Source: an optimization exercise on an open RTL-to-GDS flow (aim: small area, a short achievable clock period and few clock cycles per item). Production flows keep margins and buffers that such runs may drop. No run shown here included a check of the RTL's function; only the layout flow was run. Power figures rest on the tool's default switching activity, not on a simulated workload.

==> design/flow/config.mk <==
export PLATFORM = sky130hd
export DESIGN_NAME = tlb_lru_random_replace_top
export DESIGN_NICKNAME = tlb_lru_random_replace_top
export VERILOG_FILES = /design/flow/design.v
export SDC_FILE = /design/flow/constraint.sdc
export NUM_CORES = 4
export LEC_CHECK = 0
export CAP_MARGIN = 40
export CORE_MARGIN = 2
export CORE_UTILIZATION = 40
export CTS_CLUSTER_DIAMETER = 100
export CTS_CLUSTER_SIZE = 24
export SETUP_SLACK_MARGIN = 4.5
export SLEW_MARGIN = 80
==> design/flow/constraint.sdc <==
create_clock -name core_clock -period 7.5 [get_ports {clk}]
set_input_delay 1.5000 -clock core_clock [delete_from_list [all_inputs] [get_ports {clk}]]
set_output_delay 1.5000 -clock core_clock [all_outputs]
set_load 0.01 [all_outputs]
==> design/flow/design.v <==
package tlbrr_pkg;
	localparam int ENTRIES    = 32;
	localparam int PAGE_BITS  = 11;
	localparam int FRAME_BITS = 10;
	localparam int SLOT_W     = $clog2(ENTRIES);
	localparam int LFSR_W     = 16;
	localparam int DEPTH      = 3;
	localparam int OUT_W      = 1 + FRAME_BITS + SLOT_W + 1;
	localparam logic [LFSR_W-1:0] LFSR_TAPS = 16'hB400;
	localparam logic [LFSR_W-1:0] LFSR_SEED = 16'hACE1;
	localparam logic [1:0] ACT_LOOKUP = 2'd0;
	localparam logic [1:0] ACT_FILL   = 2'd1;
	localparam logic [1:0] ACT_FLUSH  = 2'd2;
	typedef struct packed {
		logic [1:0]            action;
		logic [PAGE_BITS-1:0]  page_number;
		logic [FRAME_BITS-1:0] frame_number;
	} in_item_t;
	typedef struct packed {
		logic                  hit;
		logic [FRAME_BITS-1:0] found_frame;
		logic [SLOT_W-1:0]     slot;
		logic                  evicted;
	} out_item_t;
	function automatic logic [ENTRIES-1:0] first_oh(input logic [ENTRIES-1:0] vec);
		logic [ENTRIES-1:0] below;
		below[0] = 1'b0;
		for (int i = 1; i < ENTRIES; i++) begin
			below[i] = below[i-1] | vec[i-1];
		end
		first_oh = vec & ~below;
	endfunction
	function automatic logic [SLOT_W-1:0] enc(input logic [ENTRIES-1:0] oh);
		logic [SLOT_W-1:0] idx;
		idx = '0;
		for (int i = 0; i < ENTRIES; i++) begin
			if (oh[i]) begin
				idx = idx | SLOT_W'(i);
			end
		end
		enc = idx;
	endfunction
	function automatic logic [ENTRIES-1:0] dec(input logic [SLOT_W-1:0] idx);
		dec = '0;
		dec[idx] = 1'b1;
	endfunction
	function automatic logic [LFSR_W-1:0] lfsr_step(input logic [LFSR_W-1:0] cur);
		logic [LFSR_W-1:0] nxt;
		nxt = cur >> 1;
		if (cur[0]) begin
			nxt = nxt ^ LFSR_TAPS;
		end
		lfsr_step = nxt;
	endfunction
endpackage
module tlbrr_ctrl(
	input  logic                 clk,
	input  logic                 arst_n,
	input  logic                 in_valid,
	output logic                 in_stall,
	output logic                 acc,
	input  logic                 r_v,
	input  tlbrr_pkg::out_item_t r_data,
	output logic                 out_valid,
	input  logic                 out_stall,
	output tlbrr_pkg::out_item_t out_data
);
	localparam int D = tlbrr_pkg::DEPTH;
	localparam int S = D - 1;
	logic [D:0]           cnt_q;
	logic                 stall_q;
	logic                 hv_q;
	logic [tlbrr_pkg::OUT_W-1:0] h_q;
	logic [S-1:0][tlbrr_pkg::OUT_W-1:0] s_q;
	logic [S-1:0]         rd_q, wr_q;     
	logic [S:0]           sn_q;           
	logic                 pop, take, s_any, s_pop, s_push;
	logic [tlbrr_pkg::OUT_W-1:0] s_rd;
	assign acc       = in_valid & ~stall_q;
	assign in_stall  = stall_q;
	assign pop       = hv_q & ~out_stall;
	assign out_valid = hv_q;
	assign out_data  = h_q;
	assign s_any  = ~sn_q[0];
	assign take   = ~hv_q | ~out_stall;
	assign s_pop  = take & s_any;
	assign s_push = r_v & (s_any | ~take);
	always_comb begin
		s_rd = '0;
		for (int k = 0; k < S; k++) begin
			if (rd_q[k]) begin
				s_rd = s_rd | s_q[k];
			end
		end
	end
	always_ff @(posedge clk or negedge arst_n) begin
		if (!arst_n) begin
			cnt_q   <= (D + 1)'(1);
			stall_q <= 1'b0;
			hv_q    <= 1'b0;
			rd_q    <= S'(1);
			wr_q    <= S'(1);
			sn_q    <= (S + 1)'(1);
		end else begin
			if (acc && !pop) begin
				cnt_q <= {cnt_q[D-1:0], 1'b0};
			end else if (pop && !acc) begin
				cnt_q <= {1'b0, cnt_q[D:1]};
			end
			stall_q <= !pop && (cnt_q[D] || (cnt_q[D-1] && acc));
			if (take) begin
				hv_q <= s_any | r_v;
			end
			if (s_pop) begin
				rd_q <= {rd_q[S-2:0], rd_q[S-1]};
			end
			if (s_push) begin
				wr_q <= {wr_q[S-2:0], wr_q[S-1]};
			end
			if (s_push && !s_pop) begin
				sn_q <= {sn_q[S-1:0], 1'b0};
			end else if (s_pop && !s_push) begin
				sn_q <= {1'b0, sn_q[S:1]};
			end
		end
	end
	always_ff @(posedge clk) begin
		if (take) begin
			h_q <= s_any ? s_rd : r_data;
		end
		for (int k = 0; k < S; k++) begin
			if (r_v && wr_q[k]) begin
				s_q[k] <= r_data;
			end
		end
	end
endmodule
module tlbrr_datapath(
	input  logic                 clk,
	input  logic                 arst_n,
	input  logic                 cfg_we,
	input  logic                 cfg_data,
	input  logic                 acc,
	input  tlbrr_pkg::in_item_t  in_data,
	output logic                 r_v,
	output tlbrr_pkg::out_item_t r_data
);
	localparam int N  = tlbrr_pkg::ENTRIES;
	localparam int SW = tlbrr_pkg::SLOT_W;
	logic [N-1:0]                          valid_q;
	logic [N-1:0][tlbrr_pkg::PAGE_BITS-1:0]  page_q;
	logic [N-1:0][tlbrr_pkg::FRAME_BITS-1:0] frame_q;
	logic [N-1:0][SW-1:0]                  lru_q;
	logic                                  used_q;
	logic                                  pu_v_q;
	logic [SW-1:0]                         pu_slot_q;
	logic                                  pu_front_q;
	logic [tlbrr_pkg::LFSR_W-1:0]          lfsr_q;
	logic                                  mode_q;
	logic [N-1:0]                          free_oh_q;
	logic                                  free_any_q;
	logic [N-1:0]                          free2_oh;
	logic                                  free2_any;
	logic                 b_v_q;
	tlbrr_pkg::in_item_t  b_q;
	logic [N-1:0]         b_match_q;
	logic [N-1:0] a_match;
	logic         a_peq;
	logic                 b_lookup, b_fill, b_flush;
	logic [N-1:0]         hit_oh, free_oh, fill_oh, vict_oh;
	logic                 hit_any, free_any;
	logic [SW-1:0]        hit_idx, free_idx, front, vict_idx, fill_idx;
	logic [tlbrr_pkg::LFSR_W-1:0] lfsr_next;
	logic [tlbrr_pkg::FRAME_BITS-1:0] hit_frame;
	logic                 use_rec;
	logic [SW-1:0]        use_slot;
	logic [N-1:0]         pu_at, pu_ge;
	assign a_peq = (b_q.page_number == in_data.page_number);
	always_comb begin
		for (int i = 0; i < N; i++) begin
			if (b_flush) begin
				a_match[i] = 1'b0;
			end else if (fill_oh[i]) begin
				a_match[i] = a_peq;
			end else begin
				a_match[i] = valid_q[i] && (page_q[i] == in_data.page_number);
			end
		end
	end
	assign b_lookup = b_v_q && (b_q.action == tlbrr_pkg::ACT_LOOKUP);
	assign b_fill   = b_v_q && (b_q.action == tlbrr_pkg::ACT_FILL);
	assign b_flush  = b_v_q && (b_q.action == tlbrr_pkg::ACT_FLUSH);
	assign hit_oh    = tlbrr_pkg::first_oh(b_match_q);
	assign hit_any   = |b_match_q;
	assign hit_idx   = tlbrr_pkg::enc(hit_oh);
	assign free_oh   = free_oh_q;
	assign free_any  = free_any_q;
	assign free2_oh  = tlbrr_pkg::first_oh(~valid_q & ~free_oh_q);
	assign free2_any = |(~valid_q & ~free_oh_q);
	assign free_idx  = tlbrr_pkg::enc(free_oh);
	assign lfsr_next = tlbrr_pkg::lfsr_step(lfsr_q);
	assign front     = pu_front_q ? lru_q[1] : lru_q[0];
	assign vict_idx  = mode_q ? lfsr_next[SW-1:0] : front;
	assign vict_oh   = mode_q ? tlbrr_pkg::dec(lfsr_next[SW-1:0])
	                 : (pu_front_q ? tlbrr_pkg::dec(lru_q[1]) : tlbrr_pkg::dec(lru_q[0]));
	assign fill_idx  = free_any ? free_idx : vict_idx;
	assign fill_oh   = !b_fill ? '0 : (free_any ? free_oh : vict_oh);
	always_comb begin
		hit_frame = '0;
		for (int i = 0; i < N; i++) begin
			if (hit_oh[i]) begin
				hit_frame = hit_frame | frame_q[i];
			end
		end
	end
	assign use_rec  = !mode_q && ((b_lookup && hit_any) || b_fill);
	assign use_slot = b_fill ? fill_idx : hit_idx;
	assign r_v = b_v_q;
	always_comb begin
		r_data = '0;
		if (b_lookup && hit_any) begin
			r_data.hit         = 1'b1;
			r_data.found_frame = hit_frame;
			r_data.slot        = hit_idx;
		end else if (b_fill) begin
			r_data.slot    = fill_idx;
			r_data.evicted = !free_any;
		end
	end
	always_comb begin
		for (int k = 0; k < N; k++) begin
			pu_at[k] = (lru_q[k] == pu_slot_q);
			pu_ge[k] = (k == 0) ? pu_at[k] : (pu_ge[(k + N - 1) % N] | pu_at[k]);
		end
	end
	always_ff @(posedge clk or negedge arst_n) begin
		if (!arst_n) begin
			b_v_q   <= 1'b0;
			valid_q <= '0;
			free_oh_q  <= N'(1);
			free_any_q <= 1'b1;
			used_q  <= 1'b0;
			pu_v_q  <= 1'b0;
			pu_front_q <= 1'b0;
			lfsr_q  <= tlbrr_pkg::LFSR_SEED;
			mode_q  <= 1'b0;
			for (int k = 0; k < N; k++) begin
				lru_q[k] <= SW'(k);
			end
		end else begin
			b_v_q <= acc;
			if (cfg_we) begin
				mode_q <= cfg_data;
			end
			if (b_flush) begin
				valid_q    <= '0;
				free_oh_q  <= N'(1);
				free_any_q <= 1'b1;
			end else begin
				valid_q <= valid_q | fill_oh;
				if (b_fill && free_any_q) begin
					free_oh_q  <= free2_oh;
					free_any_q <= free2_any;
				end
			end
			if (b_fill && !free_any && mode_q) begin
				lfsr_q <= lfsr_next;
			end
			if (use_rec) begin
				used_q <= 1'b1;
			end
			pu_v_q <= use_rec && used_q;
			pu_front_q <= use_rec && used_q && (use_slot == front);
			if (pu_v_q) begin
				for (int k = 0; k < N - 1; k++) begin
					if (pu_ge[k]) begin
						lru_q[k] <= lru_q[k + 1];
					end
				end
				lru_q[N-1] <= pu_slot_q;
			end
		end
	end
	always_ff @(posedge clk) begin
		b_q       <= in_data;
		b_match_q <= a_match;
		pu_slot_q <= use_slot;
		for (int i = 0; i < N; i++) begin
			if (fill_oh[i]) begin
				page_q[i]  <= b_q.page_number;
				frame_q[i] <= b_q.frame_number;
			end
		end
	end
endmodule
module tlb_lru_random_replace_top(
	input  logic                 clk,
	input  logic                 arst_n,
	input  logic                 cfg_we,
	input  logic                 cfg_data,
	input  logic                 in_valid,
	output logic                 in_stall,
	input  tlbrr_pkg::in_item_t  in_data,
	output logic                 out_valid,
	input  logic                 out_stall,
	output tlbrr_pkg::out_item_t out_data
);
	logic                 acc;
	logic                 r_v;
	tlbrr_pkg::out_item_t r_data;
	tlbrr_ctrl u_ctrl (
		.clk       (clk),
		.arst_n    (arst_n),
		.in_valid  (in_valid),
		.in_stall  (in_stall),
		.acc       (acc),
		.r_v       (r_v),
		.r_data    (r_data),
		.out_valid (out_valid),
		.out_stall (out_stall),
		.out_data  (out_data)
	);
	tlbrr_datapath u_dp (
		.clk      (clk),
		.arst_n   (arst_n),
		.cfg_we   (cfg_we),
		.cfg_data (cfg_data),
		.acc      (acc),
		.in_data  (in_data),
		.r_v      (r_v),
		.r_data   (r_data)
	);
endmodule
==> design/flow/run.sh <==
#!/bin/bash
# synth_recipe.tcl (not shown) runs the flow's synth.tcl, then flattens the netlist and writes it again
# the make line also repeats each setting of config.mk as NAME=value (left out here)
make -C /OpenROAD-flow-scripts/flow DESIGN_CONFIG=/design/flow/config.mk WORK_HOME=/design/flow/orfs CLKGATE_MAP_FILE= SYNTH_SCRIPT=/design/flow/synth_recipe.tcl finish
==> metrics.md, run 1 <==
| Metric | Value |
|---|---|
| Antenna cells | 0 |
| Root buffer selected by CTS | clkbuf_16 |
| Power share of the combinational group | 6.6% |
| PD cells | 178 mW/mm^2 |
| Post-Place Cells | 4875 |
| Fin crit period | 3.24 ns |
| # nets final | 3703 |
| Post-Syn Instances | 3125 |
| Worst-Skew Late Latency | 0.71 ns |
| Crit path DAT | 3.81 ns |
| Share of power burned in registers | 61.7% |
| Switching pwr | 2.30 mW |
| Area contributors post-synth | edfxtp_1, dfrtp_1, dfstp_2 |
| Reg clk slew, reported paths | 0.10 ns |
| HP Class | flop to flop |
| First-pass GRT wire length | 183 mm |
| Setup TNS | 0 ns |
| Status | finished clean |
| Area occupied by multi-input gates | 0.0172 mm^2 |
| Core Area | 0.111 mm^2 |
| Remaining DRCs | 0 |
| WL/cell | 23.6 um |
| Initial DRC Count | 2693 |
| Number of fillers in the final layout | 9080 |
| Max IR drop VDD | 0.000195 V |
| Antenna violations before repair | 0 |
| Vias in the first global route | 28492 |
| Yosys warnings | 2 |
| Number of flops mapped to enable cells by yosys | 723 |
| Vias | 28631 |
| Fmax | 308 MHz |
| Final Hold Viols | 0 |
| Vias per std cell | 5.51 |
| GP Congestion | 0.919 |
| Layout cells sized above 1 | 35.4% |
| Routed WL | 123 mm |
| Pre-CTS setup slack | 3.12 ns |
| Max-cap violation count | 0 |
| Antenna Nets Post-Route | 0 |
| Critical path class | flop to flop |
| Req. time, crit path | 8.07 ns |
| Share of the synthesized area in the top cell type | 48.6% |
| Number of port buffers | 47 |
| Top Ports | 48 |
| Internal power | 7.78 mW |
| Final WS setup | 4.26 ns |
| Clk buf depth | 3 |
| Endpoint class of the critical path | flop |
| Num CTS Buffers | 50 |
| #FFs+latches synth | 1042 |
| Width of the die | 338 um |
| Synthesized area | 0.0446 mm^2 |
| GR Util All Layers | 21.2% |
| Syn nets | 3159 |
| CTS Sinks | 1042 |
| Hold_ws | 0.482 ns |
| CTS tree | built |
| Worst-path maximum fanout | 3 |
| Async S/R FF share, synth | 24.9% |
| Crit start category | flop |
| Static Leak | 20.6 nW |
| Relative slew slack | 76.9% |
| Sequential element share of the synthesized area | 66.1% |
| Synth cell count leaders | edfxtp_1, xor2_1, xnor2_1 |
| Synth cell types | 93 |
| Clock share of power | 31.7% |
| Sw Ratio | 22.8% |
| Largest net degree at the start of global routing | 34 |
| Syn Area/Cell | 14.3 um^2 |
| Post-Layout Cell Count | 5198 |
| Period utilisation layout | 43.2% |
| Area leader, netlist | edfxtp_1 |
| Reg area | 0.0297 mm^2 |
| Cell row count | 122 |
| Synth Flop Type | edfxtp_1 |
| Detailed Place HPWL | 80.1 mm |
| TritonRoute pass-1 iters | 6 |
| Final Max Slew Viols | 0 |
| Total grt overflow | 0 |
| Initial Util | 40.3% |
| Die area | 0.114 mm^2 |
| Most frequent cell after synthesis | edfxtp_1 |
| Hold buffers post-CTS | 0 |
| Final setup vio count | 0 |
| Unrepaired setup endpoints after global routing | true |
| H-tree Lvls | 2 |
| Worst Tran Pin Value | 0.343 ns |
| Area grow syn2layout | 27.2% |
| Die Y | 338 um |
| Setup Skew | 0.0653 ns |
[placed cells by master (no fill, tap or decap), types with 20 or more instances in the layout]
master	count
edfxtp_1	723
xor2_1	266
xnor2_1	256
mux2_2	176
buf_4	173
dfrtp_1	135
nand2_1	131
buf_6	128
buf_1	91
dfstp_2	91
nor2_1	84
nand4_1	84
nor4_2	61
a22oi_1	57
clkbuf_16	55
buf_8	47
mux2i_1	40
nand3_1	40
o21ai_0	39
clkbuf_1	37
clkdlybuf4s50_1	36
nor3_1	34
buf_2	34
buf_12	34
a21oi_1	32
o21a_1	31
o21ai_4	29
nor3_2	28
a22o_1	28
dfrtp_2	27
dlygate4sd2_1	26
buf_16	25
dfxtp_1	25
o21ai_2	22
nor2_2	22
nor4_4	22
clkbuf_2	20
[critical path, stage by stage, from the launching register on]
cell,delay [ns]
dfstp_4,0.65
or4b_4,0.50
nor4_4,0.25
clkbuf_2,0.18
clkdlybuf4s50_1,0.49
clkbuf_2,0.12
a311o_1,0.15
a31oi_1,0.10
a31oi_1,0.20
o2111ai_2,0.18
a2111oi_4,0.33
[cell type report]
cell class | instances | area share, %
Clock buffer | 87 | 2.52
Timing Repair Buffer | 643 | 11.3
Sequential cell | 1042 | 52.2
Multi-Input combinational cell | 1907 | 30.3
Inverter | 25 | 0.176
Tap cell | 1488 | 3.28
Clock inverter | 6 | 0.159
[per-stage QoR]
step                      util [%]  power [mW]  area [um^2]
after CTS                     49.3        10.1        54600
final                         51.3        10.1        56800
after global placement        42.4        6.84        46900
after floorplan                  -        6.64        44800
after global routing          51.3        10.4        56800
after detailed placement      46.4        6.96        51300
[flip-flops by register name (all words and copies together) (netlist names), 2 cells and up]
name,cells
u_ctrl.cnt_q,4
u_ctrl.h_q,17
u_ctrl.rd_q,2
u_ctrl.s_q,34
u_ctrl.sn_q,3
u_ctrl.wr_q,2
u_dp.b_match_q,32
u_dp.b_q,23
u_dp.frame_q,320
u_dp.free_oh_q,32
u_dp.lfsr_q,16
u_dp.lru_q,160
u_dp.page_q,352
u_dp.pu_slot_q,5
u_dp.valid_q,32
[what timing repair did]
action                                  CTS  global route
endpoints found under the setup margin  280           380
resized for setup                       292           166
pin swaps                                73            71
cloned                                    3             4
hold endpoints to repair                  0             0
buffers inserted                        110           100
[logic make-up (layout without fill, tap and decap cells)]
group	Yosys count	after routing	synth area share, %
AO/OA/AOI/OAI	443	443	7.32
XOR/XNOR	531	531	10.4
adder cells (fa/ha/maj)	5	5	0.140
buffers and inverters	176	761	1.80
flip-flops	1042	1042	66.1
multiplexers	223	223	5.51
AND/OR/NAND/NOR	705	705	8.69
[power groups by stage]
stage | combinational [mW] | sequential, mW | clock, mW
2_1_floorplan | 0.275 | 6.37 | 0
3_3_place_gp | 0.483 | 6.36 | 0
3_5_place_dp | 0.608 | 6.35 | 0
4_1_cts | 0.628 | 6.22 | 3.26
5_1_grt | 0.715 | 6.23 | 3.44
6_report | 0.666 | 6.22 | 3.20
[layer usage]
layer | share of wire [%] | global-route usage, %
met1 | 42 | 28.4
met2 | 49 | 35.9
met3 | 5.8 | 2.69
met4 | 3.2 | 6.38
met5 | 0 | 0
[worst paths after layout]
| kind | startpoint | slack [ns] | cells past startpoint | end |
|---|---|---|---|---|
| worst min register to register | u_ctrl.stall_q | 0.48 | 1 | u_dp.b_v_q |
| min in group asynchronous | arst_n | 0.65 | 1 | u_dp.lru_q[74] |
| max in group asynchronous | arst_n | 5.44 | 7 | u_dp.lru_q[25] |
| worst max register to register | u_dp.free_any_q | 4.26 | 10 | u_dp.pu_front_q |
| worst min-delay path | u_ctrl.stall_q | 0.48 | 1 | u_dp.b_v_q |
| worst max-delay path | u_dp.free_any_q | 4.26 | 10 | u_dp.pu_front_q |
==> run 2: changes to the inputs <==
--- a/design/flow/config.mk
+++ b/design/flow/config.mk
@@ -5,10 +5,10 @@
 export SDC_FILE = /design/flow/constraint.sdc
 export NUM_CORES = 4
 export LEC_CHECK = 0
-export CAP_MARGIN = 40
+export CAP_MARGIN = 20
 export CORE_MARGIN = 2
 export CORE_UTILIZATION = 40
 export CTS_CLUSTER_DIAMETER = 100
 export CTS_CLUSTER_SIZE = 24
 export SETUP_SLACK_MARGIN = 4.5
-export SLEW_MARGIN = 80
+export SLEW_MARGIN = 60
==> run 2 against run 1 <==
  * Still clean
  * Via count is 7.3% lower
  * Non-clock buffer count shrank 404
  * Sequential share of layout area rose by 5.5 points
  * Hold slack worse by 0.0097 ns
==> metrics.md, run 2 <==
| Metric | Value |
|---|---|
| Status | finished clean |
| # nets final | 3299 |
| Largest family of logic cells by synthesized area | XOR/XNOR gates |
| Area leader, netlist | edfxtp_1 |
| Initial DRC Count | 2625 |
| Area grow syn2layout | 14.8% |
| Worst-path maximum fanout | 5 |
| Post-Synth Adder-Cell Area | 0.140% |
| CTS tree | built |
| Die Y | 338 um |
| Post-Syn Instances | 3125 |
| H-tree Lvls | 2 |
| Post-Synth XOR/XNOR Area | 10.4% |
| Fmax | 326 MHz |
| Vias | 26542 |
| Async S/R FF share, synth | 24.9% |
| Worst Tran Pin Value | 0.580 ns |
| #FFs+latches synth | 1042 |
| Most frequent cells in the layout | edfxtp_1, xor2_1, xnor2_1, mux2_2, dfrtp_1 |
| Req. time, crit path | 7.93 ns |
| Sequential element share of the synthesized area | 66.1% |
| GP Congestion | 0.919 |
| Initial Util | 40.3% |
| Endpoint class of the critical path | flop |
| Hold_ws | 0.472 ns |
| HP Class | flop to flop |
| Hold buffers post-CTS | 0 |
| Setup Skew | 0.0781 ns |
| Max IR drop VDD | 0.000183 V |
| Setup slack of the most critical reg-to-reg path | 4.43 ns |
| Number of flops mapped to enable cells by yosys | 723 |
| Antenna cells | 0 |
| Vias per std cell | 5.54 |
| Width of the die | 338 um |
| Synth Area in Simple Gates | 8.69% |
| Layout cells sized above 1 | 23.2% |
| Antenna violations before repair | 1 |
| Synthesized area | 0.0446 mm^2 |
| Antenna Nets Post-Route | 0 |
| Biggest register | u_dp.page_q |
| Fin area | 0.0512 mm^2 |
| Number of fillers in the final layout | 9703 |
| Crit path DAT | 3.50 ns |
| Final setup vio count | 0 |
| Top Registers | u_dp.page_q (352), u_dp.frame_q (320), u_dp.lru_q (160) |
| Area contributors post-synth | edfxtp_1, dfrtp_1, dfstp_2 |
| Number of flip-flops in the largest register | 352 |
| Die area | 0.114 mm^2 |
| Most common cell after layout, fill and taps aside | edfxtp_1 |
| Cell row count | 122 |
| Syn nets | 3159 |
| Fin crit period | 3.07 ns |
| CTS Sinks | 1042 |
| Reg clk slew, reported paths | 0.09 ns |
| Remaining DRCs | 0 |
| Synth cell types | 93 |
| TritonRoute pass-1 iters | 7 |
| Root buffer selected by CTS | clkbuf_16 |
| Worst-Skew Late Latency | 0.71 ns |
| Share of the synthesized area in the top cell type | 48.6% |
| Final Hold Viols | 0 |
| Most frequent cell after synthesis | edfxtp_1 |
| Max-cap violation count | 0 |
| PD cells | 194 mW/mm^2 |
| Top Ports | 48 |
| Synth cell count leaders | edfxtp_1, xor2_1, xnor2_1 |
| GR Util All Layers | 20.3% |
| Yosys warnings | 2 |
| Unrepaired setup endpoints after global routing | true |
| Detailed Place HPWL | 75.0 mm |
| Synth Flop Type | edfxtp_1 |
| Core Area | 0.111 mm^2 |
| Complex-gate fraction of the synthesized area | 7.32% |
| Static Leak | 18.2 nW |
| Relative slew slack | 60.9% |
| Critical path class | flop to flop |
| Mux contribution to synthesized area | 5.51% |
| Period utilisation layout | 40.9% |
| Setup TNS | 0 ns |
| Syn Area/Cell | 14.3 um^2 |
| Clk buf depth | 3 |
| First-pass GRT wire length | 174 mm |
| WL/cell | 24.5 um |
| Area after DPL | 0.0476 mm^2 |
| Routed WL | 118 mm |
| Num CTS Buffers | 50 |
| Final Max Slew Viols | 0 |
| Crit start category | flop |
| Number of port buffers | 47 |
| Total grt overflow | 0 |
| Largest net degree at the start of global routing | 65 |
| Vias in the first global route | 26054 |
[run 2: cell types whose count changed in the layout (fill, tap and decap cells not counted), moves of 23 or more]
cell,previous run,this run
nor3_1,34,60
buf_6,128,36
buf_1,91,0
nor4_2,61,29
buf_8,47,19
nor4_1,10,54
buf_2,34,8
nor2_1,84,108
dfrtp_1,135,158
buf_4,173,92
[run 2: cell families (layout without fill, tap and decap cells)]
family	Yosys count	count (layout)
adders and majority gates	5	5
muxes	223	223
DFF	1042	1042
AOI/OAI and AO/OA	443	443
xor gates and xnor gates	531	531
buffers and inverters	176	358
and+or+nand+nor	705	705
[run 2: where the power goes]
part           total [mW]  leakage (nW)  switching (mW)  internal [mW]
Clock                3.20         0.728            1.87           1.34
Combinational       0.520          7.16           0.346          0.174
Sequential           6.23          10.3          0.0407           6.19
Total                9.95          18.2            2.25           7.70
[run 2: routing by layer]
layer  vias to the layer above  GRT usage (%)  part of all wire, %
met5                         -              0                    0
met2                       791           34.4                   49
li1                      11994              -                    -
met3                       169           2.55                  5.6
met1                     13588           27.7                   42
met4                         0           5.18                  2.5
[run 2: final timing paths]
path	start	end	cells after the start
setup / recovery	u_dp.lru_q[5]	u_dp.page_q[26]	12
hold / removal	u_dp.b_q[17]	u_dp.page_q[18]	0
setup reg to reg	u_dp.lru_q[5]	u_dp.page_q[26]	12
hold reg to reg	u_dp.b_q[17]	u_dp.page_q[18]	0
max in group asynchronous	arst_n	u_dp.lru_q[35]	4
min in group asynchronous	arst_n	u_dp.lru_q[74]	1
[run 2: layout make-up]
class	count	area (um^2)	area share (%)
Sequential cell	1042	29600	57.7
Multi-Input combinational cell	1907	15300	29.9
Timing Repair Buffer	239	2820	5.51
Tap cell	1488	1860	3.63
Clock buffer	88	1440	2.80
Clock inverter	6	109	0.213
Inverter	25	101	0.198
[run 2: metrics by stage]
step / std cells / util (%) / worst slack (ns) / power (mW)
after floorplan: 3125 / - / 4.36 / 6.64
after global placement: 4579 / 42.4 / 3.05 / 6.84
after detailed placement: 4606 / 43.0 / 3.52 / 6.86
after global routing: 4795 / 46.3 / 4.32 / 10.3
final: 4795 / 46.3 / 4.43 / 9.95
after CTS: 4755 / 45.4 / 4.35 / 10.0
[run 2: what timing repair did]
action | in CTS | in global routing
buffers inserted | 49 | 29
pin swaps | 22 | 20
gates cloned | 6 | 11
gates resized for setup | 158 | 90
endpoints found under the setup margin | 662 | 740
[run 2: worst max-delay path: stages, from the launching register on]
cell and delay, ns:
dfstp_2 0.57, inv_2 0.05, ha_4 0.15, nor3b_4 0.14, xor2_1 0.15, mux2i_1 0.18
o21ai_2 0.11, or3_4 0.36, or4_4 0.54, o21ai_4 0.19, buf_12 0.14, buf_12 0.12
buf_8 0.12
==> run 3: changes to the inputs <==
--- a/design/flow/config.mk
+++ b/design/flow/config.mk
@@ -5,6 +5,7 @@
 export SDC_FILE = /design/flow/constraint.sdc
 export NUM_CORES = 4
 export LEC_CHECK = 0
+export ABC_AREA = 1
 export CAP_MARGIN = 20
 export CORE_MARGIN = 2
 export CORE_UTILIZATION = 40
==> run 3 against run 2 <==
  * Still clean on timing, DRC and antenna
  * Setup slack worse by 0.38 ns
  * Critical path depth up 12
  * Non-clock buffer count rose by 160
  * Register-to-register slack worse by 0.38 ns
  * Clock skew shrank 0.020 ns
  * Fmax fell by 11%
  * Hold slack worse by 0.0026 ns
  * Die area down 0.64%
  * Clock power about the same
  * Largest power group unchanged
==> metrics.md, run 3 <==
| Metric | Value |
|---|---|
| Power share of the combinational group | 19.2% |
| Top Ports | 48 |
| Area leader, netlist | edfxtp_1 |
| Switching pwr | 3.72 mW |
| GR Util All Layers | 22.3% |
| Post-Syn Instances | 3954 |
| Number of port buffers | 47 |
| Setup Skew | 0.0584 ns |
| Synth cell count leaders | nand2_1, edfxtp_1, inv_1 |
| Req. time, crit path | 8.08 ns |
| Clock share of power | 25.3% |
| PD cells | 236 mW/mm^2 |
| # nets final | 4295 |
| H-tree Lvls | 2 |
| Unrepaired setup endpoints after global routing | true |
| Setup slack of the most critical reg-to-reg path | 4.05 ns |
| Reg area | 0.0296 mm^2 |
| Antenna violations before repair | 3 |
| Area contributors post-synth | edfxtp_1, dfrtp_1, nand2_1 |
| Layout cells sized above 1 | 21.9% |
| Cell row count | 122 |
| Sw Ratio | 29.3% |
| Relative slew slack | 55.5% |
| Status | finished clean |
| Final Hold Viols | 0 |
| Synthesized area | 0.0443 mm^2 |
| HP Class | flop to flop |
| Static Leak | 20.4 nW |
| Final setup vio count | 0 |
| Width of the die | 337 um |
| Share of the synthesized area in the top cell type | 49.0% |
| Initial Util | 40.2% |
| Area after DPL | 0.0474 mm^2 |
| Root buffer selected by CTS | clkbuf_16 |
| Setup TNS | 0 ns |
| Number of fillers in the final layout | 9701 |
| Syn nets | 3988 |
| Most frequent cells in the layout | nand2_1, edfxtp_1, inv_1, o21ai_0, nor2_1 |
| Critical register-to-register path startpoint | u_dp.b_match_q[0] |
| Core Area | 0.110 mm^2 |
| Die area | 0.114 mm^2 |
| Biggest register | u_dp.page_q |
| Worst Tran Pin Value | 0.664 ns |
| Clk buf depth | 3 |
| Reg clk slew, reported paths | 0.10 ns |
| R2R Path End | u_dp.pu_front_q |
| Period utilisation layout | 46.0% |
| Final Max Slew Viols | 0 |
| Fin area | 0.0538 mm^2 |
| Vias in the first global route | 29987 |
| Antenna Nets Post-Route | 0 |
| Most frequent cell after synthesis | nand2_1 |
| Post-layout util | 48.7% |
| CP top delay family | simple AND/OR/NAND/NOR gates |
| #FFs+latches synth | 1042 |
| Worst path cell trace | nor2_4 > nand2_1 > nor2_2 > nand4_1 > nor2_2 > nand2_2 > nor2_4 > nand4_1 > inv_2 > nand2_4 > nor3_4 > nand3_4 > inv_4 > nand2_4 > nor2_4 > buf_12 > inv_2 > and3_4 > nand4_1 > nand2_1 > nand2_2 > xor2_1 > nand2_1 > nor2_1 |
| Synth cell types | 69 |
| R2r worst-path depth | 24 |
| Num CTS Buffers | 50 |
| Share of power burned in registers | 55.6% |
| CP max-delay cell | dfxtp_4 |
| Die Y | 337 um |
| Synth Flop Type | edfxtp_1 |
| Most common cell after layout, fill and taps aside | nand2_1 |
| Area occupied by multi-input gates | 0.0148 mm^2 |
| Initial DRC Count | 3347 |
| Worst Min Path Start | u_dp.lfsr_q[7] |
| Worst-path maximum fanout | 6 |
| Number of flops mapped to enable cells by yosys | 723 |
| Remaining DRCs | 0 |
| Fmax | 290 MHz |
| WP buf/inv | 4 |
| Yosys warnings | 2 |
| Total grt overflow | 0 |
| Crit path DAT | 4.03 ns |
| Routed WL | 134 mm |
| Async S/R FF share, synth | 24.9% |
| Antenna cells | 0 |
| WL/cell | 23.1 um |
| Detailed Place HPWL | 77.1 mm |
| Sequential element share of the synthesized area | 66.6% |
| Largest net degree at the start of global routing | 68 |
| Max IR drop VDD | 0.000231 V |
| Vias | 32037 |
| Worst hold endpoint | u_dp.lfsr_q[6] |
| Syn Area/Cell | 11.2 um^2 |
| Area grow syn2layout | 21.3% |
| Endpoint class of the critical path | flop |
| Number of flip-flops in the largest register | 352 |
| CTS tree | built |
| Crit start category | flop |
| Vias per std cell | 5.53 |
| Internal power | 8.98 mW |
| Top Registers | u_dp.page_q (352), u_dp.frame_q (320), u_dp.lru_q (160) |
| Hold Path Depth | 2 |
| GP Congestion | 0.931 |
| Worst-Skew Late Latency | 0.70 ns |
| Post-Place Cells | 5435 |
| First-pass GRT wire length | 192 mm |
| Critical path class | flop to flop |
| TritonRoute pass-1 iters | 6 |
| Post-Layout Cell Count | 5791 |
| Fin crit period | 3.45 ns |
| Max-cap violation count | 0 |
| CP max stage delay | 0.38 ns |
| CTS Sinks | 1042 |
run 3: changes by cell type in the layout (fill, tap and decap cells not counted), sizes merged, moves of 144 or more:
cell   delta
nand2   +651
inv     +330
xnor2   -201
o21ai   +194
mux2    -176
nor2    +158
buf     +144
xor2    -144
run 3: worst min-delay path: cells and delay by family, from the launching register on:
| family | cells | cell delay, ns |
|---|---|---|
| AND/OR/NAND/NOR | 2 | 0.10 |
| flip-flops | 1 | 0.38 |
run 3: final cells by class:
type	instances	share of cell area, %
clock inverters	6	0.177
inverters	365	3.02
flip-flops and latches	1042	55.0
repair buffers	399	8.10
well taps	1488	3.46
repair inverters	7	0.105
multi-input cells	2396	27.5
clock buffers	88	2.69
run 3: power by group through the flow:
stage	sequential, mW	combinational (mW)	clock, mW
after detailed placement	7.18	1.92	0
after floorplan	7.06	1.36	0
after CTS	7.05	2.18	3.27
final	7.06	2.44	3.21
after global routing	7.12	2.69	3.48
after global placement	7.17	1.87	0
run 3: through the flow:
stage	setup WS (ns)	hold slack [ns]	power [mW]
floorplan	3.89	0.423	8.41
global placement	2.81	0.435	9.04
detailed placement	3.11	0.446	9.10
CTS	4.19	0.471	12.5
global route	3.84	0.496	13.3
finish	4.05	0.469	12.7
run 3: logic make-up (layout without fill, tap and decap cells):
kind of cell | after synthesis | count (layout) | share of synthesized area, %
DFF | 1042 | 1042 | 66.6
AOI/OAI and AO/OA | 736 | 736 | 10.5
and+or+nand+nor | 1460 | 1463 | 14.4
muxes | 6 | 6 | 0.152
adders and majority gates | 5 | 5 | 0.141
buffers and inverters | 519 | 865 | 4.56
xor gates and xnor gates | 186 | 186 | 3.67
run 3: worst max path at each step:
stage                                 start                 end  slack [ns]  depth (start not counted)
after floorplan                  u_dp.b_v_q     u_dp.frame_q[0]        3.89                          6
after global placement          in_data[10]  u_dp.b_match_q[17]        2.81                          7
after detailed placement        in_data[13]   u_dp.b_match_q[0]        3.11                          8
after CTS                     u_dp.lru_q[5]     u_dp.lru_q[154]        4.19                         24
after global routing      u_dp.b_match_q[0]     u_dp.pu_front_q        3.84                         24
final                     u_dp.b_match_q[0]     u_dp.pu_front_q        4.05                         24
run 3: what timing repair did:
item,4_1_cts,5_1_grt
gates cloned,12,18
pin swaps,79,135
buffers inserted,123,109
hold buffers,0,0
endpoints found under the setup margin,803,763
gates resized for setup,327,273
run 3: per-layer routing:
metal	routed length [um]	track usage [%]	up-vias
met5	27	0	-
met4	5910	6.91	4
met3	8740	2.63	276
met2	63700	37.4	1187
met1	55200	30.5	15965
li1	-	-	14605
==> run 4: changes to the inputs <==
--- a/design/flow/config.mk
+++ b/design/flow/config.mk
@@ -5,11 +5,10 @@
 export SDC_FILE = /design/flow/constraint.sdc
 export NUM_CORES = 4
 export LEC_CHECK = 0
-export ABC_AREA = 1
 export CAP_MARGIN = 20
 export CORE_MARGIN = 2
 export CORE_UTILIZATION = 40
 export CTS_CLUSTER_DIAMETER = 100
 export CTS_CLUSTER_SIZE = 24
-export SETUP_SLACK_MARGIN = 4.5
+export SETUP_SLACK_MARGIN = 4.7
 export SLEW_MARGIN = 60
==> run 4 against run 3 <==
  * Fmax grew 9.0%
  * Via count shrank 12%
  * Sequential share of layout area grew 0.39 points
  * Clock skew shrank 0.00073 ns
  * Synthesized cell count shrank 21%
  * Area after synthesis grew 0.65%
  * Global-route usage shrank 1.4 points
  * Critical path depth shrank 15
  * Die area grew 0.65%
  * Clock-buffer cell count shrank 3
  * Combinational power shrank 77%
  * Largest cell class unchanged
  * Largest power group unchanged
==> metrics.md, run 4 <==
| Metric | Value |
|---|---|
| Crit start category | flop |
| Area leader, netlist | edfxtp_1 |
| Die area | 0.114 mm^2 |
| Syn nets | 3159 |
| Worst-path maximum fanout | 13 |
| Die Y | 338 um |
| CTS tree | built |
| Status | finished clean |
| Setup TNS | 0 ns |
| Root buffer selected by CTS | clkbuf_16 |
| Number of flops mapped to enable cells by yosys | 723 |
| WL/cell | 26.4 um |
| Total grt overflow | 0 |
| Endpoint class of the critical path | flop |
| Period utilisation layout | 42.2% |
| Critical path class | flop to flop |
| Width of the die | 338 um |
| Vias | 28120 |
| Synth cell count leaders | edfxtp_1, xor2_1, xnor2_1 |
| Post-layout util | 48.3% |
| Antenna Nets Post-Route | 0 |
| Req. time, crit path | 7.88 ns |
| Yosys warnings | 2 |
| Share of the synthesized area in the top cell type | 48.6% |
| CTS Sinks | 1042 |
| Vias in the first global route | 26759 |
| Sequential element share of the synthesized area | 66.1% |
| Worst Tran Pin Value | 0.737 ns |
| Top Registers | u_dp.page_q (352), u_dp.frame_q (320), u_dp.lru_q (160) |
| Largest net degree at the start of global routing | 73 |
| Vias per std cell | 5.70 |
| Max-cap violation count | 0 |
| Worst-Skew Late Latency | 0.70 ns |
| Cell row count | 122 |
| Synth cell types | 93 |
| Setup Skew | 0.0576 ns |
| Antenna violations before repair | 1 |
| Clk buf depth | 3 |
| Top Ports | 48 |
| Number of fillers in the final layout | 9418 |
| Crit. Startpoint | u_dp.lru_q[5] |
| Synthesized area | 0.0446 mm^2 |
| Static Leak | 19.3 nW |
| First-pass GRT wire length | 179 mm |
| Final setup vio count | 0 |
| H-tree Lvls | 2 |
| GR Util All Layers | 21.0% |
| Num CTS Buffers | 50 |
| HP Class | flop to flop |
| Initial DRC Count | 2887 |
| # nets final | 3434 |
| Routed WL | 130 mm |
| Setup slack of the most critical reg-to-reg path | 4.34 ns |
| PnR Total Power | 10.0 mW |
| Antenna cells | 0 |
| Critical register-to-register path startpoint | u_dp.lru_q[5] |
| R2r worst-path depth | 9 |
| Hold buffers post-CTS | 0 |
| Synth Flop Type | edfxtp_1 |
| Detailed Place HPWL | 75.3 mm |
| PD cells | 187 mW/mm^2 |
| #FFs+latches synth | 1042 |
| Area contributors post-synth | edfxtp_1, dfrtp_1, dfstp_2 |
| Async S/R FF share, synth | 24.9% |
| Crit path DAT | 3.54 ns |
| Biggest register | u_dp.page_q |
| Most frequent cell after synthesis | edfxtp_1 |
| TritonRoute pass-1 iters | 8 |
| Post-Syn Instances | 3125 |
| Number of port buffers | 47 |
| End of the critical path | u_dp.frame_q[199] |
| Fmax | 316 MHz |
| Number of flip-flops in the largest register | 352 |
| Most frequent cells in the layout | edfxtp_1, xor2_1, xnor2_1, mux2_2, dfrtp_1 |
| Layout cells sized above 1 | 28.7% |
| Core Area | 0.111 mm^2 |
| Reg clk slew, reported paths | 0.10 ns |
| Fin crit period | 3.16 ns |
| Final Hold Viols | 0 |
| Remaining DRCs | 0 |
| Final Max Slew Viols | 0 |
| Most common cell after layout, fill and taps aside | edfxtp_1 |
| Unrepaired setup endpoints after global routing | true |
| Area grow syn2layout | 19.8% |
| Initial Util | 40.3% |
| GP Congestion | 0.923 |
| Max IR drop VDD | 0.000194 V |
| Syn Area/Cell | 14.3 um^2 |
| Relative slew slack | 50.8% |
| R2R Path End | u_dp.frame_q[199] |
## run 4: changes by cell type in the layout (fill, tap and decap cells not counted), moves of 144 or more
cell	before	now
inv_1	313	21
nand2_1	732	136
mux2_2	5	180
xnor2_1	59	260
o21ai_0	250	51
xor2_1	127	271
## run 4: repair_timing
| action | 4_1_cts | 5_1_grt |
|---|---|---|
| endpoints found under the setup margin | 895 | 800 |
| gates resized for setup | 278 | 203 |
| pin swaps | 32 | 42 |
| cloned | 16 | 40 |
| buffers inserted | 92 | 78 |
## run 4: through the flow
stage | hold slack [ns] | instances | area (um^2) | setup slack, ns
after floorplan | 0.430 | 3125 | 44800 | 4.36
after global placement | 0.463 | 4575 | 46900 | 3.08
after detailed placement | 0.469 | 4605 | 47600 | 3.48
final | 0.481 | 4930 | 53500 | 4.34
after CTS | 0.485 | 4807 | 51000 | 4.34
after global routing | 0.512 | 4930 | 53500 | 4.31
## run 4: worst min-delay path by stage
stage / start / to / slack, ns / depth (start not counted)
after global routing: u_dp.lfsr_q[10] / u_dp.lfsr_q[10] / 0.51 / 2
after detailed placement: u_dp.lfsr_q[12] / u_dp.lfsr_q[12] / 0.47 / 2
after global placement: u_dp.lfsr_q[12] / u_dp.lfsr_q[12] / 0.46 / 2
final: u_dp.lfsr_q[10] / u_dp.lfsr_q[10] / 0.48 / 2
after floorplan: u_dp.used_q / u_dp.used_q / 0.43 / 1
after CTS: u_dp.lfsr_q[10] / u_dp.lfsr_q[10] / 0.49 / 2
## run 4: layer usage
layer | wire (um) | vias to the layer above | GRT usage [%]
met5 | 0 | - | 0
met4 | 6060 | 0 | 7.28
met3 | 8090 | 267 | 3.04
met2 | 63000 | 1171 | 34.9
met1 | 52900 | 14348 | 28.1
li1 | - | 12334 | -
## run 4: cells by family (layout without fill, tap and decap cells)
logic type / Yosys count / count (layout) / share of synthesized area (%)
mux: 223 / 223 / 5.51
simple gates: 705 / 709 / 8.69
compound gates: 443 / 457 / 7.32
flops: 1042 / 1042 / 66.1
xor+xnor: 531 / 531 / 10.4
buf+inv: 176 / 475 / 1.80
fa+ha+maj: 5 / 5 / 0.140
## run 4: report_power, final
group	internal, mW	total [mW]	switching [mW]
clock network	1.33	3.20	1.87
registers	6.19	6.23	0.0452
logic	0.195	0.571	0.376
## run 4: critical path, stage by stage (launching register included)
cell and delay [ns]:
dfstp_2 0.56, inv_2 0.06, ha_4 0.16, buf_4 0.13, xor2_1 0.13, a21oi_1 0.28, o21ai_1 0.26, nor2_2 0.67
a22o_4 0.35, buf_4 0.27
## run 4: cell type report
type	instances	area [um^2]	area share [%]
Timing Repair Buffer	356	4310	8.06
Multi-Input combinational cell	1925	16100	30.1
Clock buffer	85	1390	2.59
Clock inverter	9	128	0.239
Inverter	25	101	0.189
Sequential cell	1042	29600	55.4
Tap cell	1488	1860	3.48
==> run 5: changes to the inputs <==
--- a/design/flow/design.v
+++ b/design/flow/design.v
@@ -154,7 +154,7 @@
 	logic                                  used_q;
 	logic                                  pu_v_q;
 	logic [SW-1:0]                         pu_slot_q;
-	logic                                  pu_front_q;
+	logic [N-1:0]                          front_oh_q;
 	logic [tlbrr_pkg::LFSR_W-1:0]          lfsr_q;
 	logic                                  mode_q;
 	logic [N-1:0]                          free_oh_q;
@@ -168,6 +168,8 @@
 	logic         a_peq;
 	logic                 b_lookup, b_fill, b_flush;
 	logic [N-1:0]         hit_oh, free_oh, fill_oh, vict_oh;
+	logic                 use_front;
+	logic [SW-1:0]        second;
 	logic                 hit_any, free_any;
 	logic [SW-1:0]        hit_idx, free_idx, front, vict_idx, fill_idx;
 	logic [tlbrr_pkg::LFSR_W-1:0] lfsr_next;
@@ -199,10 +201,9 @@
 	assign free2_any = |(~valid_q & ~free_oh_q);
 	assign free_idx  = tlbrr_pkg::enc(free_oh);
 	assign lfsr_next = tlbrr_pkg::lfsr_step(lfsr_q);
-	assign front     = pu_front_q ? lru_q[1] : lru_q[0];
+	assign front     = tlbrr_pkg::enc(front_oh_q);
 	assign vict_idx  = mode_q ? lfsr_next[SW-1:0] : front;
-	assign vict_oh   = mode_q ? tlbrr_pkg::dec(lfsr_next[SW-1:0])
-	                 : (pu_front_q ? tlbrr_pkg::dec(lru_q[1]) : tlbrr_pkg::dec(lru_q[0]));
+	assign vict_oh   = mode_q ? tlbrr_pkg::dec(lfsr_next[SW-1:0]) : front_oh_q;
 	assign fill_idx  = free_any ? free_idx : vict_idx;
 	assign fill_oh   = !b_fill ? '0 : (free_any ? free_oh : vict_oh);
 	always_comb begin
@@ -215,6 +216,9 @@
 	end
 	assign use_rec  = !mode_q && ((b_lookup && hit_any) || b_fill);
 	assign use_slot = b_fill ? fill_idx : hit_idx;
+	assign use_front = use_rec && used_q &&
+	                   (b_fill ? (!free_any || |(free_oh & front_oh_q)) : |(hit_oh & front_oh_q));
+	assign second    = (pu_v_q && pu_ge[1]) ? lru_q[2] : lru_q[1];
 	assign r_v = b_v_q;
 	always_comb begin
 		r_data = '0;
@@ -241,7 +245,7 @@
 			free_any_q <= 1'b1;
 			used_q  <= 1'b0;
 			pu_v_q  <= 1'b0;
-			pu_front_q <= 1'b0;
+			front_oh_q <= N'(1);
 			lfsr_q  <= tlbrr_pkg::LFSR_SEED;
 			mode_q  <= 1'b0;
 			for (int k = 0; k < N; k++) begin
@@ -270,7 +274,9 @@
 				used_q <= 1'b1;
 			end
 			pu_v_q <= use_rec && used_q;
-			pu_front_q <= use_rec && used_q && (use_slot == front);
+			if (use_front) begin
+				front_oh_q <= tlbrr_pkg::dec(second);
+			end
 			if (pu_v_q) begin
 				for (int k = 0; k < N - 1; k++) begin
 					if (pu_ge[k]) begin
--- a/design/flow/config.mk
+++ b/design/flow/config.mk
@@ -8,7 +8,5 @@
 export CAP_MARGIN = 20
 export CORE_MARGIN = 2
 export CORE_UTILIZATION = 40
-export CTS_CLUSTER_DIAMETER = 100
-export CTS_CLUSTER_SIZE = 24
-export SETUP_SLACK_MARGIN = 4.7
-export SLEW_MARGIN = 60
+export SETUP_SLACK_MARGIN = 4.5
+export SLEW_MARGIN = 20
==> run 5 against run 4 <==
  * Still clean
  * Sequential cell count is 31 higher
  * Global-route usage is 1.6 points higher
  * Clock-buffer cell count is 85 higher
  * Critical path depth stayed put
  * Clock skew is 0.013 ns higher
  * Synthesized cell count is 6.2% higher
  * First-iteration DRC count is 5.0% higher
  * Sequential power is 3% higher
  * Total power is 25% higher
  * Area after synthesis is 3.5% higher
  * Register-to-register slack better by 0.02 ns
  * Die area is 3.5% higher
  * Largest cell class unchanged
  * Highest routed layer is now met5
==> metrics.md, run 5 <==
| Metric | Value |
|---|---|
| Status | finished clean |
| Setup slack of the most critical reg-to-reg path | 4.36 ns |
| Core Area | 0.115 mm^2 |
| Final setup vio count | 0 |
| Post-Syn Instances | 3319 |
| PnR Total Power | 12.5 mW |
| Die Y | 344 um |
| Req. time, crit path | 8.06 ns |
| Root buffer selected by CTS | clkbuf_16 |
| Synthesized area | 0.0462 mm^2 |
| Synth cell count leaders | edfxtp_1, xnor2_1, xor2_1 |
| Top Ports | 48 |
| Number of port buffers | 47 |
| Area grow syn2layout | 18.6% |
| Reg clk slew, reported paths | 0.06 ns |
| Worst Min Path Start | u_ctrl.stall_q |
| Worst path cell trace | a221oi_1 > a2111oi_0 > a2111oi_2 > nand4_1 > a2111oi_2 > a21oi_4 > buf_6 > buf_12 > mux2_4 |
| Final Max Slew Viols | 0 |
| CP max-delay cell | dfrtp_1 |
| GP Congestion | 0.941 |
| Crit start category | flop |
| Yosys warnings | 2 |
| Die area | 0.118 mm^2 |
| GR Util All Layers | 22.6% |
| Number of fillers in the final layout | 9939 |
| Antenna violations before repair | 2 |
| Num CTS Buffers | 111 |
| Fin crit period | 3.14 ns |
| Crit path DAT | 3.70 ns |
| Syn nets | 3357 |
| Synth cell types | 77 |
| Area contributors post-synth | edfxtp_1, dfrtp_1, xnor2_1 |
| Number of flip-flops in the largest register | 352 |
| PD cells | 228 mW/mm^2 |
| Cell row count | 124 |
| CP max stage delay | 0.61 ns |
| Top Registers | u_dp.page_q (352), u_dp.frame_q (320), u_dp.lru_q (160) |
| Most frequent cells in the layout | edfxtp_1, xnor2_1, xor2_1, dfrtp_1 |
| Share of the synthesized area in the top cell type | 47.0% |
| # nets final | 3559 |
| Largest net degree at the start of global routing | 127 |
| Syn Area/Cell | 13.9 um^2 |
| First-pass GRT wire length | 198 mm |
| Remaining DRCs | 0 |
| Fin area | 0.0548 mm^2 |
| Routed WL | 134 mm |
| Total grt overflow | 0 |
| Critical register-to-register path startpoint | u_dp.front_oh_q[6] |
| Critical path class | flop to flop |
| Vias in the first global route | 29045 |
| Hold buffers post-CTS | 0 |
| CTS tree | built |
| Async S/R FF share, synth | 27.0% |
| Period utilisation layout | 41.9% |
| Unrepaired setup endpoints after global routing | true |
| Vias | 29373 |
| Endpoint class of the critical path | flop |
| Static Leak | 19.9 nW |
| CTS Sinks | 1073 |
| TritonRoute pass-1 iters | 7 |
| Worst-Skew Late Latency | 0.74 ns |
| Relative slew slack | 36.1% |
| Max IR drop VDD | 0.000214 V |
| Max-cap violation count | 0 |
| Top cell by count, worst path | a2111oi_2 |
| Initial DRC Count | 3031 |
| H-tree Lvls | 3 |
| Fmax | 318 MHz |
| Vias per std cell | 5.73 |
| R2R Path End | u_dp.front_oh_q[26] |
| Antenna cells | 0 |
| Worst hold endpoint | u_dp.b_v_q |
| Post-layout util | 47.8% |
| Hold Path Depth | 1 |
| Detailed Place HPWL | 82.5 mm |
| Area after DPL | 0.0487 mm^2 |
| Synth Flop Type | edfxtp_1 |
| Antenna Nets Post-Route | 0 |
| Initial Util | 40.4% |
| Biggest register | u_dp.page_q |
| Setup Skew | 0.0702 ns |
| Number of flops mapped to enable cells by yosys | 723 |
| Setup TNS | 0 ns |
| Width of the die | 344 um |
| HP Class | flop to flop |
| Sequential element share of the synthesized area | 65.6% |
| WL/cell | 26.2 um |
| Area leader, netlist | edfxtp_1 |
| Worst Tran Pin Value | 0.959 ns |
| Worst-path maximum fanout | 8 |
| R2r worst-path depth | 9 |
| Layout cells sized above 1 | 25.4% |
| Final Hold Viols | 0 |
| Most common cell after layout, fill and taps aside | edfxtp_1 |
| Clk buf depth | 3 |
| #FFs+latches synth | 1073 |
| Most frequent cell after synthesis | edfxtp_1 |
[run 5: cell count changes after synthesis, sizes merged, moves of 17 or more]
cell / previous run / this run
a22o: 34 / 51
a22oi: 61 / 80
dfrtp: 165 / 195
inv: 25 / 58
mux2i: 41 / 66
nor2: 117 / 148
nor4: 93 / 75
o22ai: 13 / 35
xnor2: 260 / 308
xor2: 271 / 221
[run 5: logic make-up after synthesis]
family	share of synthesized area (%)
xor gates and xnor gates	10.0
and+or+nand+nor	7.99
muxes	6.23
DFF	65.6
buffers and inverters	2.05
adders and majority gates	0.244
AOI/OAI and AO/OA	7.90
[run 5: metrics by stage]
stage / hold WS (ns) / worst slack (ns) / std cells
2_1_floorplan: 0.425 / 4.28 / 3319
3_3_place_gp: 0.443 / 2.70 / 4798
3_5_place_dp: 0.453 / 2.99 / 4798
4_1_cts: 0.458 / 4.42 / 5094
5_1_grt: 0.472 / 4.28 / 5130
6_report: 0.452 / 4.36 / 5130
[run 5: per-layer routing]
metal	wire length, um	track usage [%]	vias to the layer above
met5	68	0	-
met1	56600	30.8	14986
met4	6320	9.90	6
met3	9580	3.98	317
li1	-	-	12893
met2	61700	35.5	1171
[run 5: worst max-delay path: cells and delay by family (launching register included)]
| kind | cells | cell delay [ns] |
|---|---|---|
| muxes | 1 | 0.29 |
| buffers and inverters | 2 | 0.29 |
| DFF | 1 | 0.61 |
| AOI/OAI and AO/OA | 5 | 1.55 |
| and+or+nand+nor | 1 | 0.23 |
[run 5: area by class of cell]
type                       count  area (um^2)  area share, %
clock inverter                40          464          0.847
tap                         1512         1890           3.45
timing repair inverter         1         7.51         0.0137
timing repair buffer         254         2340           4.27
sequential                  1073        30400           55.4
clock buffer                 170         3280           5.98
inverter                      58          234          0.427
multi-input combinational   2022        16200           29.6
[run 5: how the worst max path moves through the flow]
stage	from	to	slack [ns]	cells after the start
2_1_floorplan	u_dp.lru_q[5]	u_dp.front_oh_q[12]	4.28	15
3_3_place_gp	u_dp.b_match_q[11]	u_dp.front_oh_q[31]	2.70	9
3_5_place_dp	in_data[12]	u_dp.b_match_q[1]	2.99	7
4_1_cts	u_dp.lru_q[5]	u_dp.front_oh_q[16]	4.42	14
5_1_grt	u_dp.pu_slot_q[3]	u_dp.front_oh_q[16]	4.28	14
6_report	u_dp.front_oh_q[6]	u_dp.front_oh_q[26]	4.36	9
[run 5: report_power, final]
group	total, mW	leakage, nW	switching, mW	internal, mW
clock	5.60	1.83	2.37	3.23
sequential	6.42	10.7	0.0546	6.37
combinational	0.491	7.47	0.326	0.165
total	12.5	19.9	2.75	9.76
[run 5: timing repair]
item | 4_1_cts | 5_1_grt
resized for setup | 210 | 96
endpoints found under the setup margin | 503 | 245
hold endpoints to repair | 0 | 0
pin swaps | 38 | 39
gates cloned | 9 | 1
buffers inserted | 77 | 35
==> run 6: changes to the inputs <==
--- a/design/flow/config.mk
+++ b/design/flow/config.mk
@@ -7,6 +7,6 @@
 export LEC_CHECK = 0
 export CAP_MARGIN = 20
 export CORE_MARGIN = 2
-export CORE_UTILIZATION = 40
+export CORE_UTILIZATION = 60
 export SETUP_SLACK_MARGIN = 4.5
 export SLEW_MARGIN = 20
==> run 6 against run 5 <==
  * Cell area shrank 0.30%
  * Highest routed layer unchanged
  * Register-to-register slack is essentially flat
  * Clock-buffer cell count shrank 16
  * Fmax grew 0.31%
  * Synthesized cell count is the same
  * Area after synthesis is the same
  * Sequential power is essentially flat
  * Clock power shrank 3.9%
  * Still clean on timing, DRC and antenna
  * Global-route usage grew 13 points
==> metrics.md, run 6 <==
| Metric | Value |
|---|---|
| Status | finished clean |
| Endpoint class of the critical path | flop |
| Final Hold Viols | 0 |
| Static Leak | 20.0 nW |
| Top Ports | 48 |
| Critical register-to-register path startpoint | u_dp.pu_slot_q[2] |
| GR Util All Layers | 35.4% |
| Core Area | 0.0761 mm^2 |
| Layout cells sized above 1 | 26.0% |
| Setup slack of the most critical reg-to-reg path | 4.37 ns |
| Remaining DRCs | 0 |
| Critical path class | flop to flop |
| Synth cell count leaders | edfxtp_1, xnor2_1, xor2_1 |
| Cell row count | 101 |
| Worst-Skew Late Latency | 0.69 ns |
| Crit path DAT | 3.69 ns |
| Number of flip-flops in the largest register | 352 |
| Number of port buffers | 47 |
| Initial Util | 60.7% |
| Biggest register | u_dp.page_q |
| Area grow syn2layout | 18.2% |
| Post-Synth Adder-Cell Area | 0.244% |
| #FFs+latches synth | 1073 |
| Complex-gate fraction of the synthesized area | 7.90% |
| Setup Skew | 0.0236 ns |
| Relative slew slack | 30.7% |
| Reg clk slew, reported paths | 0.06 ns |
| Synth cell types | 77 |
| Post-Synth XOR/XNOR Area | 10.0% |
| Unrepaired setup endpoints after global routing | true |
| Final Max Slew Viols | 0 |
| Post-Place Cells | 4313 |
| Most frequent cell after synthesis | edfxtp_1 |
| Hold Path Depth | 1 |
| R2R Path End | u_dp.front_oh_q[12] |
| HP Class | flop to flop |
| Worst Tran Pin Value | 1.04 ns |
| Initial DRC Count | 4305 |
| Hold_ws | 0.463 ns |
| Worst hold endpoint | u_dp.b_v_q |
| Num CTS Buffers | 109 |
| Antenna Nets Post-Route | 0 |
| CTS tree | built |
| Crit start category | flop |
| Synthesized area | 0.0462 mm^2 |
| Fmax | 319 MHz |
| R2r worst-path depth | 15 |
| Largest family of logic cells by synthesized area | XOR/XNOR gates |
| Top Registers | u_dp.page_q (352), u_dp.frame_q (320), u_dp.lru_q (160) |
| Share of the synthesized area in the top cell type | 47.0% |
| Root buffer selected by CTS | clkbuf_16 |
| Async S/R FF share, synth | 27.0% |
| Syn Area/Cell | 13.9 um^2 |
| Req. time, crit path | 8.06 ns |
| H-tree Lvls | 3 |
| Antenna violations before repair | 3 |
| Die area | 0.0792 mm^2 |
| CTS Sinks | 1073 |
| Routed WL | 140 mm |
| Detailed Place HPWL | 84.4 mm |
| Worst-path maximum fanout | 6 |
| Synth Flop Type | edfxtp_1 |
| First-pass GRT wire length | 203 mm |
| PD cells | 225 mW/mm^2 |
| TritonRoute pass-1 iters | 8 |
| Die Y | 281 um |
| Fin crit period | 3.13 ns |
| # nets final | 3573 |
| Width of the die | 281 um |
| Area leader, netlist | edfxtp_1 |
| Mux contribution to synthesized area | 6.23% |
| Sequential element share of the synthesized area | 65.6% |
| Vias per std cell | 6.58 |
| GP Congestion | 0.959 |
| Synth Area in Simple Gates | 7.99% |
| Syn nets | 3357 |
| Post-Syn Instances | 3319 |
| Post-Layout Cell Count | 4662 |
| Final setup vio count | 0 |
| Total grt overflow | 0 |
| Max IR drop VDD | 0.000296 V |
| Max-cap violation count | 0 |
| Vias | 30672 |
| Worst Min Path Start | u_ctrl.stall_q |
| Area contributors post-synth | edfxtp_1, dfrtp_1, xnor2_1 |
| Yosys warnings | 2 |
| Period utilisation layout | 41.7% |
| Most frequent cells in the layout | edfxtp_1, xnor2_1, xor2_1, dfrtp_1 |
| Vias in the first global route | 30139 |
| Largest net degree at the start of global routing | 124 |
| Setup TNS | 0 ns |
| Most common cell after layout, fill and taps aside | edfxtp_1 |
| Clk buf depth | 3 |
| WL/cell | 30.1 um |
| Number of flops mapped to enable cells by yosys | 723 |
[run 6: cell counts after synthesis]
No cell type changed its count.
[run 6: routing by layer]
| metal | share of wire (%) | GRT usage, % | vias to the layer above |
|---|---|---|---|
| li1 | - | - | 12958 |
| met3 | 10 | 7.07 | 368 |
| met1 | 39 | 49.3 | 15468 |
| met2 | 46 | 54.9 | 1874 |
| met5 | 0.020 | 0 | - |
| met4 | 4.5 | 14.6 | 4 |
[run 6: cell families after synthesis]
group | after synthesis
buffers and inverters | 226
and+or+nand+nor | 720
xor gates and xnor gates | 529
AOI/OAI and AO/OA | 499
DFF | 1073
muxes | 263
adders and majority gates | 9
[run 6: report_power, final]
| part | leakage (nW) | total (mW) | internal (mW) | switching [mW] |
|---|---|---|---|---|
| Combinational | 7.63 | 0.507 | 0.164 | 0.343 |
| Clock | 1.74 | 5.38 | 3.08 | 2.30 |
| Sequential | 10.7 | 6.41 | 6.37 | 0.0397 |
| Total | 20.0 | 12.3 | 9.61 | 2.68 |
[run 6: through the flow]
stage | util [%] | power, mW | instance area, um^2 | setup slack [ns]
final | 71.8 | 12.3 | 54600 | 4.37
after detailed placement | 63.3 | 7.00 | 48200 | 2.99
after CTS | 70.7 | 12.3 | 53800 | 4.37
after global routing | 71.8 | 12.6 | 54600 | 4.28
after global placement | 63.3 | 6.99 | 48100 | 2.83
after floorplan | - | 6.79 | 46500 | 4.28
[run 6: cell type report]
class	instances	area, um^2
antenna	1	2.50
clock buffer	154	3050
clock inverter	53	500
fill	5102	21500
inverter	58	225
multi-input combinational	2030	16500
sequential	1073	30400
tap	1030	1290
timing repair buffer	263	2650
[run 6: critical path: stages, from the launching register on]
cell and delay [ns]:
dfxtp_4 0.37, buf_12 0.15, xnor2_4 0.13, nand3_2 0.11, nor3_4 0.25, o21ai_4 0.12
mux2_4 0.35, inv_2 0.07, ha_4 0.14, nor3b_4 0.18, xor2_1 0.16, buf_4 0.15
nor2_2 0.03, mux2_4 0.34, and3_4 0.19, mux2_4 0.25
[run 6: timing repair]
item | 4_1_cts | 5_1_grt
pin swaps | 51 | 45
cloned | 18 | 2
setup buffers | 84 | 37
hold buffers | 0 | 0
gates resized for setup | 239 | 107
endpoints found under the setup margin | 760 | 376
[run 6: how the worst max path moves through the flow]
stage / start / to / depth (start not counted)
2_1_floorplan: u_dp.lru_q[5] / u_dp.front_oh_q[12] / 15
3_3_place_gp: u_dp.b_match_q[16] / u_ctrl.h_q[1] / 8
3_5_place_dp: in_data[19] / u_dp.b_match_q[7] / 7
4_1_cts: u_dp.b_match_q[0] / u_dp.front_oh_q[6] / 10
5_1_grt: u_dp.lru_q[3] / u_dp.front_oh_q[12] / 14
6_report: u_dp.pu_slot_q[2] / u_dp.front_oh_q[12] / 15

-- separate check: timing with driven ports --
The flow's constraints put no driver on any port. The routed layouts listed below were extracted and timed again, unchanged, in two steps.
Step 1 sets driving cells, clkbuf_16 on the clock port and buf_2 on the other inputs (assumed; they add their load-dependent delay and slew).
Step 2 moves the port delays by t, midway between the first and last clock arrival at a register: inputs arrive t later, outputs are due t later. That takes back most of the time a late clock gives input paths.
a / b / c = ideal ports / drivers / drivers and shift; a / b = the first two.
run	t (ns)	slack for setup (ns)	worst setup path at the end
run 1	0.746	4.257 / 4.257 / 3.918	input to register
run 2	0.740	4.431 / 4.431 / 3.884	input to register
run 3	0.730	4.052 / 4.052 / 3.814	input to register
run 4	0.742	4.338 / 4.338 / 3.937	input to register
run 5	0.769	4.360 / 4.360 / 3.825	input to register
run 6	0.744	4.370 / 4.370 / 3.839	input to register
After both steps setup and hold are still met in every run listed. For run 2, which loses most, drivers alone change the setup slack by 0.000 ns; drivers and shift together by -0.547 ns.
